Context: an optimization exercise on an open-source flow, tuned for small area and a short achievable clock period. The choices shown serve that exercise and are no tape-out recipe.
The RTL was checked by simulation tests, not by an equivalence proof against the original design.
No activity file was given, so power comes from the tool's default toggle rates.

File: flow/design.v
package cpuPkg;
    typedef logic [32-1:0]   wordT;
    typedef logic [5-1:0] regAddrT;
    typedef enum logic [3:0] {
        aluAdd,
        aluSub,
        aluAnd,
        aluOr,
        aluXor,
        aluSlt,
        aluSll,
        aluSrl,
        aluLui
    } aluOpE;
    typedef struct packed {
        logic [5:0] opcode;
        regAddrT    rs;
        regAddrT    rt;
        regAddrT    rd;
        logic [4:0] shamt;
        logic [5:0] funct;
    } rFieldsT;
    typedef struct packed {
        logic [5:0]  opcode;
        regAddrT     rs;
        regAddrT     rt;
        logic [15:0] imm;
    } iFieldsT;
    typedef union packed {
        rFieldsT r;
        iFieldsT i;
    } instrU;
endpackage
`timescale 1ns/1ps
module instrDecode (
    input  logic             clk,
    input  logic             rstN,
    input  logic             instrValid,
    input  cpuPkg::wordT     instr,
    input  cpuPkg::wordT     rdDataA,
    input  cpuPkg::wordT     rdDataB,
    output cpuPkg::regAddrT  rdAddrA,
    output cpuPkg::regAddrT  rdAddrB,
    output logic             exValid,
    output cpuPkg::aluOpE    aluOp,
    output cpuPkg::wordT     opA,
    output cpuPkg::wordT     opB,
    output cpuPkg::wordT     imm,
    output logic             useImm,
    output logic [4:0]       shamt,
    output cpuPkg::regAddrT  rsAddr,
    output cpuPkg::regAddrT  rtAddr,
    output cpuPkg::regAddrT  dstReg,
    output logic             dstWrite
);
    cpuPkg::instrU   instrReg;
    logic    decValid;
    cpuPkg::aluOpE   aluOpNext;
    cpuPkg::wordT    immNext;
    logic    useImmNext;
    logic    supported;
    cpuPkg::regAddrT srcA;
    cpuPkg::regAddrT srcB;
    cpuPkg::regAddrT dstNext;
    always_ff @(posedge clk) begin
        if (!rstN) begin
            decValid <= 1'b0;
        end else begin
            decValid <= instrValid;
        end
        if (instrValid) begin
            instrReg <= instr;
        end
    end
    always_comb begin
        aluOpNext  = cpuPkg::aluAdd;
        immNext    = '0;
        useImmNext = 1'b0;
        supported  = 1'b1;
        srcA       = instrReg.i.rs;
        srcB       = instrReg.i.rt;
        dstNext    = instrReg.i.rt;
        case (instrReg.r.opcode)
            6'h00: begin
                srcA    = instrReg.r.rs;
                srcB    = instrReg.r.rt;
                dstNext = instrReg.r.rd;
                case (instrReg.r.funct)
                    6'h20: aluOpNext = cpuPkg::aluAdd;
                    6'h22: aluOpNext = cpuPkg::aluSub;
                    6'h24: aluOpNext = cpuPkg::aluAnd;
                    6'h25:  aluOpNext = cpuPkg::aluOr;
                    6'h26: aluOpNext = cpuPkg::aluXor;
                    6'h2A: aluOpNext = cpuPkg::aluSlt;
                    6'h00: aluOpNext = cpuPkg::aluSll;
                    6'h02: aluOpNext = cpuPkg::aluSrl;
                    default:     supported = 1'b0;
                endcase
            end
            6'h08: begin
                aluOpNext  = cpuPkg::aluAdd;
                useImmNext = 1'b1;
                immNext    = {{(32-16){instrReg.i.imm[15]}}, instrReg.i.imm};
            end
            6'h0C: begin
                aluOpNext  = cpuPkg::aluAnd;
                useImmNext = 1'b1;
                immNext    = {{(32-16){1'b0}}, instrReg.i.imm};
            end
            6'h0D: begin
                aluOpNext  = cpuPkg::aluOr;
                useImmNext = 1'b1;
                immNext    = {{(32-16){1'b0}}, instrReg.i.imm};
            end
            6'h0F: begin
                aluOpNext  = cpuPkg::aluLui;
                useImmNext = 1'b1;
                immNext    = {instrReg.i.imm, {(32-16){1'b0}}};
            end
            default: supported = 1'b0;
        endcase
    end
    assign rdAddrA = srcA;
    assign rdAddrB = srcB;
    always_ff @(posedge clk) begin
        if (!rstN) begin
            exValid  <= 1'b0;
            dstWrite <= 1'b0;
        end else begin
            exValid  <= decValid;
            dstWrite <= decValid && supported && (dstNext != '0);
        end
        aluOp  <= aluOpNext;
        opA    <= rdDataA;
        opB    <= rdDataB;
        imm    <= immNext;
        useImm <= useImmNext;
        shamt  <= instrReg.r.shamt;
        rsAddr <= srcA;
        rtAddr <= srcB;
        dstReg <= dstNext;
    end
endmodule
`timescale 1ns/1ps
module execStage (
    input  logic             clk,
    input  logic             rstN,
    input  logic             exValid,
    input  cpuPkg::aluOpE    aluOp,
    input  cpuPkg::wordT     opA,
    input  cpuPkg::wordT     opB,
    input  cpuPkg::wordT     imm,
    input  logic             useImm,
    input  logic [4:0]       shamt,
    input  cpuPkg::regAddrT  rsAddr,
    input  cpuPkg::regAddrT  rtAddr,
    input  cpuPkg::regAddrT  dstReg,
    input  logic             dstWrite,
    input  logic             fwdValid,
    input  cpuPkg::regAddrT  fwdReg,
    input  cpuPkg::wordT     fwdData,
    output logic             resValid,
    output cpuPkg::wordT     resData,
    output cpuPkg::regAddrT  resReg,
    output logic             resWrite
);
    logic fwdA;
    logic fwdB;
    cpuPkg::wordT srcA;
    cpuPkg::wordT srcRt;
    cpuPkg::wordT srcB;
    cpuPkg::wordT aluOut;
    assign fwdA  = fwdValid && (fwdReg == rsAddr);
    assign fwdB  = fwdValid && (fwdReg == rtAddr);
    assign srcA  = fwdA ? fwdData : opA;
    assign srcRt = fwdB ? fwdData : opB;
    assign srcB  = useImm ? imm : srcRt;
    always_comb begin
        case (aluOp)
            cpuPkg::aluAdd:  aluOut = srcA + srcB;
            cpuPkg::aluSub:  aluOut = srcA - srcB;
            cpuPkg::aluAnd:  aluOut = srcA & srcB;
            cpuPkg::aluOr:   aluOut = srcA | srcB;
            cpuPkg::aluXor:  aluOut = srcA ^ srcB;
            cpuPkg::aluSlt:  aluOut = {{(32-1){1'b0}}, $signed(srcA) < $signed(srcB)};
            cpuPkg::aluSll:  aluOut = srcB << shamt;
            cpuPkg::aluSrl:  aluOut = srcB >> shamt;
            cpuPkg::aluLui:  aluOut = srcB;
            default: aluOut = '0;
        endcase
    end
    always_ff @(posedge clk) begin
        if (!rstN) begin
            resValid <= 1'b0;
            resWrite <= 1'b0;
        end else begin
            resValid <= exValid;
            resWrite <= exValid && dstWrite;
        end
        resData <= aluOut;
        resReg  <= dstReg;
    end
endmodule
`timescale 1ns/1ps
module resultStage (
    input  logic             clk,
    input  logic             rstN,
    input  logic             resValid,
    input  cpuPkg::wordT     resData,
    input  cpuPkg::regAddrT  resReg,
    input  logic             resWrite,
    input  cpuPkg::regAddrT  rdAddrA,
    input  cpuPkg::regAddrT  rdAddrB,
    output cpuPkg::wordT     rdDataA,
    output cpuPkg::wordT     rdDataB,
    output logic             fwdValid,
    output cpuPkg::regAddrT  fwdReg,
    output cpuPkg::wordT     fwdData,
    output logic             wbValid,
    output cpuPkg::regAddrT  wbReg,
    output cpuPkg::wordT     wbData
);
    cpuPkg::wordT regFile [32];
    logic retire;
    assign retire = resValid && resWrite;
    assign fwdValid = retire;
    assign fwdReg   = resReg;
    assign fwdData  = resData;
    assign wbValid = retire;
    assign wbReg   = resReg;
    assign wbData  = resData;
    always_ff @(posedge clk) begin
        if (!rstN) begin
            for (int i = 0; i < 32; i++) begin
                regFile[i] <= '0;
            end
        end else if (retire && (resReg != '0)) begin
            regFile[resReg] <= resData;
        end
    end
    always_comb begin
        if (rdAddrA == '0) begin
            rdDataA = '0;
        end else if (retire && (resReg == rdAddrA)) begin
            rdDataA = resData;
        end else begin
            rdDataA = regFile[rdAddrA];
        end
    end
    always_comb begin
        if (rdAddrB == '0) begin
            rdDataB = '0;
        end else if (retire && (resReg == rdAddrB)) begin
            rdDataB = resData;
        end else begin
            rdDataB = regFile[rdAddrB];
        end
    end
endmodule
`timescale 1ns/1ps
module pipeCpu (
    input  logic             clk,
    input  logic             rstN,
    input  logic             instrValid,
    input  logic [31:0]      instr,
    output logic             wbValid,
    output logic [4:0]       wbReg,
    output logic [31:0]      wbData
);
    cpuPkg::regAddrT rdAddrA;
    cpuPkg::regAddrT rdAddrB;
    cpuPkg::wordT    rdDataA;
    cpuPkg::wordT    rdDataB;
    logic    exValid;
    cpuPkg::aluOpE   aluOp;
    cpuPkg::wordT    opA;
    cpuPkg::wordT    opB;
    cpuPkg::wordT    imm;
    logic    useImm;
    logic [4:0] shamt;
    cpuPkg::regAddrT rsAddr;
    cpuPkg::regAddrT rtAddr;
    cpuPkg::regAddrT dstReg;
    logic    dstWrite;
    logic    resValid;
    cpuPkg::wordT    resData;
    cpuPkg::regAddrT resReg;
    logic    resWrite;
    logic    fwdValid;
    cpuPkg::regAddrT fwdReg;
    cpuPkg::wordT    fwdData;
    instrDecode decode (
        .clk        (clk),
        .rstN       (rstN),
        .instrValid (instrValid),
        .instr      (instr),
        .rdDataA    (rdDataA),
        .rdDataB    (rdDataB),
        .rdAddrA    (rdAddrA),
        .rdAddrB    (rdAddrB),
        .exValid    (exValid),
        .aluOp      (aluOp),
        .opA        (opA),
        .opB        (opB),
        .imm        (imm),
        .useImm     (useImm),
        .shamt      (shamt),
        .rsAddr     (rsAddr),
        .rtAddr     (rtAddr),
        .dstReg     (dstReg),
        .dstWrite   (dstWrite)
    );
    execStage exec (
        .clk        (clk),
        .rstN       (rstN),
        .exValid    (exValid),
        .aluOp      (aluOp),
        .opA        (opA),
        .opB        (opB),
        .imm        (imm),
        .useImm     (useImm),
        .shamt      (shamt),
        .rsAddr     (rsAddr),
        .rtAddr     (rtAddr),
        .dstReg     (dstReg),
        .dstWrite   (dstWrite),
        .fwdValid   (fwdValid),
        .fwdReg     (fwdReg),
        .fwdData    (fwdData),
        .resValid   (resValid),
        .resData    (resData),
        .resReg     (resReg),
        .resWrite   (resWrite)
    );
    resultStage result (
        .clk        (clk),
        .rstN       (rstN),
        .resValid   (resValid),
        .resData    (resData),
        .resReg     (resReg),
        .resWrite   (resWrite),
        .rdAddrA    (rdAddrA),
        .rdAddrB    (rdAddrB),
        .rdDataA    (rdDataA),
        .rdDataB    (rdDataB),
        .fwdValid   (fwdValid),
        .fwdReg     (fwdReg),
        .fwdData    (fwdData),
        .wbValid    (wbValid),
        .wbReg      (wbReg),
        .wbData     (wbData)
    );
endmodule
File: flow/run.sh
#!/bin/bash
# synth_recipe.tcl (not shown) runs the flow's synth.tcl, then flattens the netlist and writes it again
# the make line also repeats each setting of config.mk as NAME=value (left out here)
make -C /OpenROAD-flow-scripts/flow DESIGN_CONFIG=/design/flow/config.mk WORK_HOME=/design/flow/orfs CLKGATE_MAP_FILE= SYNTH_SCRIPT=/design/flow/synth_recipe.tcl finish
File: flow/config.mk
export PLATFORM = sky130hd
export DESIGN_NAME = pipeCpu
export DESIGN_NICKNAME = pipeCpu
export VERILOG_FILES = /design/flow/design.v
export SDC_FILE = /design/flow/constraint.sdc
export NUM_CORES = 4
export LEC_CHECK = 0
export CAP_MARGIN = 20
export CORE_MARGIN = 2
export CORE_UTILIZATION = 45
export PLACE_DENSITY = 0.6
export SLEW_MARGIN = 20
File: flow/constraint.sdc
create_clock -name core_clock -period 6.0 [get_ports {clk}]
set_input_delay 1.2000 -clock core_clock [delete_from_list [all_inputs] [get_ports {clk}]]
set_output_delay 1.2000 -clock core_clock [all_outputs]
set_load 0.01 [all_outputs]
==> run notes <==
## synth_stat cells, types with 7 or more instances
cell type and n:
nand2b_1 25, nor4_1 15, o22ai_1 28, inv_1 97
a21oi_1 83, o31a_1 11, a221o_1 26, a221oi_1 43
clkbuf_1 417, o21a_1 10, nand4_1 9, o211ai_1 29
a21o_1 34, o21bai_1 12, a211o_1 9, mux4_2 674
and2_1 987, a21boi_0 10, a2111oi_0 9, nor2_1 229
edfxtp_1 1056, mux2i_1 114, mux2_2 60, or3_1 13
o21ai_0 112, a32oi_1 7, xnor2_1 18, buf_1 66
xor2_1 15, dfxtp_1 173, a31oi_1 17, o221ai_1 21
nor4b_1 9, nand2_1 115, nor2b_1 30, nor3_1 49
or2_2 7, and3_1 50, nand3_1 43, a22oi_1 24
inv_2 7, a211oi_1 77, ha_1 96, or4_1 7
o31ai_1 21
## final cells by class
type / instances / area [µm²] / share of cell area [%]
tap: 2044 / 2560 / 3.27
antenna: 4 / 10.0 / 0.0128
timing repair buffer: 282 / 2560 / 3.27
inverter: 104 / 390 / 0.499
clock buffer: 187 / 3840 / 4.91
sequential: 1229 / 35200 / 45.0
clock inverter: 63 / 687 / 0.878
multi-input combinational: 3255 / 33000 / 42.2
## cell usage in the layout (no fill, tap or decap), types with 96 or more instances in the layout
| cell | n |
|---|---|
| ha_1 | 96 |
| edfxtp_1 | 1056 |
| inv_1 | 96 |
| mux2i_1 | 114 |
| nand2_1 | 114 |
| buf_4 | 190 |
| and2_1 | 987 |
| nor2_1 | 196 |
| clkbuf_16 | 143 |
| mux4_2 | 674 |
| dfxtp_1 | 158 |
## state kept, by name, summed over array words and instances (netlist names), named ones only
| register | cells |
|---|---|
| exec.resReg | 5 |
| decode.shamt | 5 |
| decode.rtAddr | 5 |
| exec.resData | 32 |
| decode.dstReg | 5 |
| decode.exValid | 1 |
| decode.decValid | 1 |
| decode.useImm | 1 |
| decode.opB | 32 |
| decode.dstWrite | 1 |
| decode.rsAddr | 5 |
| decode.imm | 32 |
| result.regFile | 1024 |
| exec.resValid | 1 |
| decode.aluOp | 4 |
| exec.resWrite | 1 |
| decode.instrReg | 32 |
| decode.opA | 32 |
## kinds of logic (layout without fill, tap and decap cells)
logic type	after synthesis	after routing	share of synthesized area (%)
simple gates	1603	1603	13.1
flops	1229	1229	50.5
mux	848	848	24.4
compound gates	640	640	6.54
buf+inv	596	636	3.27
fa+ha+maj	98	98	1.78
xor+xnor	34	34	0.454
other cells	1	36	0.00538
## stage by stage
| step | hold slack [ps] | util [%] |
|---|---|---|
| finish | 329 | 50.9 |
| global placement | 328 | 47.8 |
| detailed placement | 319 | 47.9 |
| floorplan | 310 | - |
| CTS | 332 | 50.8 |
| global route | 342 | 50.9 |
## worst paths after layout
check | startpoint | endpoint | depth (start not counted)
setup / recovery | exec.resReg[4] | exec.resData[25] | 18
setup reg to reg | exec.resReg[4] | exec.resData[25] | 18
hold reg to reg | decode.dstReg[3] | exec.resReg[3] | 0
hold / removal | decode.dstReg[3] | exec.resReg[3] | 0
## metal layers
| layer | routed length, µm | GRT usage, % | share of wire (%) |
|---|---|---|---|
| met2 | 124000 | 52.9 | 48 |
| met3 | 22900 | 5.69 | 8.8 |
| met4 | 13800 | 15.3 | 5.3 |
| met1 | 99800 | 43.7 | 38 |
| met5 | 7 | 0 | 0.0027 |
## where the power goes
| group | switching [mW] | internal, mW |
|---|---|---|
| Clock | 3.67 | 4.96 |
| Combinational | 5.14 | 2.72 |
| Sequential | 0.531 | 9.78 |
| Total | 9.34 | 17.5 |
==> impl_metrics.ini <==
[run_status]
outcome = no timing/DRC/antenna violations

[final_layout]
syn_to_final_growth_pct = 12.3
drive_gt1_share_pct = 24.7
postLayoutCellArea_um2 = 78300
final_cells = 7168
fillCellCount = 12900
fin_nets = 5143

[global_route]
grt_pass1_vias = 46700
grt_pass1_wl_mm = 364
antenna_found_initial = 14
gr-total-overflow = 0
grt_max_degree = 99
grt_usage_pct = 32.9

[clock_tree]
cts-root-buf = clkbuf_16
htree_levels = 4
clk_path_buf_depth = 3
clkSlewWorstSetupHoldPaths_ps = 60
clock_sinks = 1229
post_cts_resized = 0
cts_hold_buf = 0
cts-buffers-inserted = 138
insertion_delay_ps = 790
post-cts-setup-buffers = 0
cts_tree = done

[pwr]
power_mw = 26.8
p_per_area_nw_per_um2 = 342
leakage_nw = 28.2
ir_worst_vdd_uv = 242

[synth]
synth.distinct_cells = 83
synth_seq_area_share_pct = 50.5
netlist_area_um2 = 69700
synth_area_leaders = edfxtp_1 (46%), mux4_2 (22%), and2_1 (8.9%), dfxtp_1 (5.0%), clkbuf_1 (2.2%)
synth_top_area_cell = edfxtp_1
async_flop_share_pct = 0
synth_flop_cell = edfxtp_1
syn-instance-count = 5049
synth_top_area_share_pct = 45.5
yosysWarnings = 3
postSynthAreaPerCell_um2 = 13.8
ys_seq_elements = 1229
synth_edf_count = 1056

[timing]
rsz0062_at_grt = false
finalHoldViolations = 0
final-setup-viol-count = 0
setup_slack_ps = 581
tns_ps = 0
fmax_mhz = 185
worstMarginPinSlew_ps = 1170
drv_slew = 0
final.period_utilization_pct = 90.3
period_needed_ps = 5420
slew_headroom_pct = 21.7
fin_skew_ps = 20.1

[floorplan]
start_util_pct = 45.3
rows = 144
io_pins = 73
chipWidth_um = 397
die_h_um = 397
dieArea_um2 = 158000
core-area_um2 = 154000

[drt]
drt.antenna.violating_nets = 0
wire_per_inst_um = 36.3
routed_wl_mm = 260
vias_per_cell = 6.59
num_vias = 47300
drtPass1Iterations = 9
drtIter0Drc = 6802
drc = 0

[placement]
place_hpwl_mm = 170
io_buffers = 72
pre_cts_slack_ps = 693
gp_congestion = 1.05
placed_area_um2 = 73700
place_inst = 6914

[worst_setup_path]
path_max_fanout = 14
crit_type = reg -> reg
endpoint_kind = flop
critPathRequiredTime_ps = 6650
r2r_slack_ps = 580
cp.buffers_inverters = 4
crit_path_frequent_cell = buf_4
crit_path_top_delay_cell = a2111oi_0
critical-path-top-delay-family = compound AO/OA/AOI/OAI gates
cp_data_arrival_time_ps = 6070
critical_path.max_stage_delay_ps = 570
setup.worst_path.start_class = flop
crit_chain = buf_4 > xnor2_1 > nand4_1 > nor3_2 > buf_4 > a221o_1 > inv_1 > buf_4 > ha_1 > nor2b_1 > a2111oi_0 > a211oi_1 > o21ai_0 > a31oi_1 > a21boi_0 > o31ai_1 > a221oi_1 > o211ai_1

[hold_path]
min_path_type = reg -> reg

[job]
cap_violations = 0

port drivers added, routing unchanged:
No port has a modelled driver above. Below, the same layout with a new extraction and two added sets of constraints.
Step 1 sets driving cells, clkbuf_16 on the clock port and buf_2 on the other inputs (assumed; they add their load-dependent delay and slew).
Step 2 adds t to the input delays and takes it off the output delays; t is the mean of the earliest and latest rising clock arrival at the registers after step 1. Input paths then give back, and output paths get back, about the clock's delay inside the block.
a / b / c = ideal / step 1 / step 2; a / b = the first two.
t, ns: 0.871
setup WS [ns]: 0.581 / 0.581 / 0.581
hold WS [ns]: 0.329 / 0.329 / 0.329
clock arrival spread, ns: 0.027 / 0.027
pins driven straight from the clock port: 1
After both steps this run still meets setup and hold. For this run, drivers alone change the setup slack by 0.000 ns; drivers and shift together by 0.000 ns.
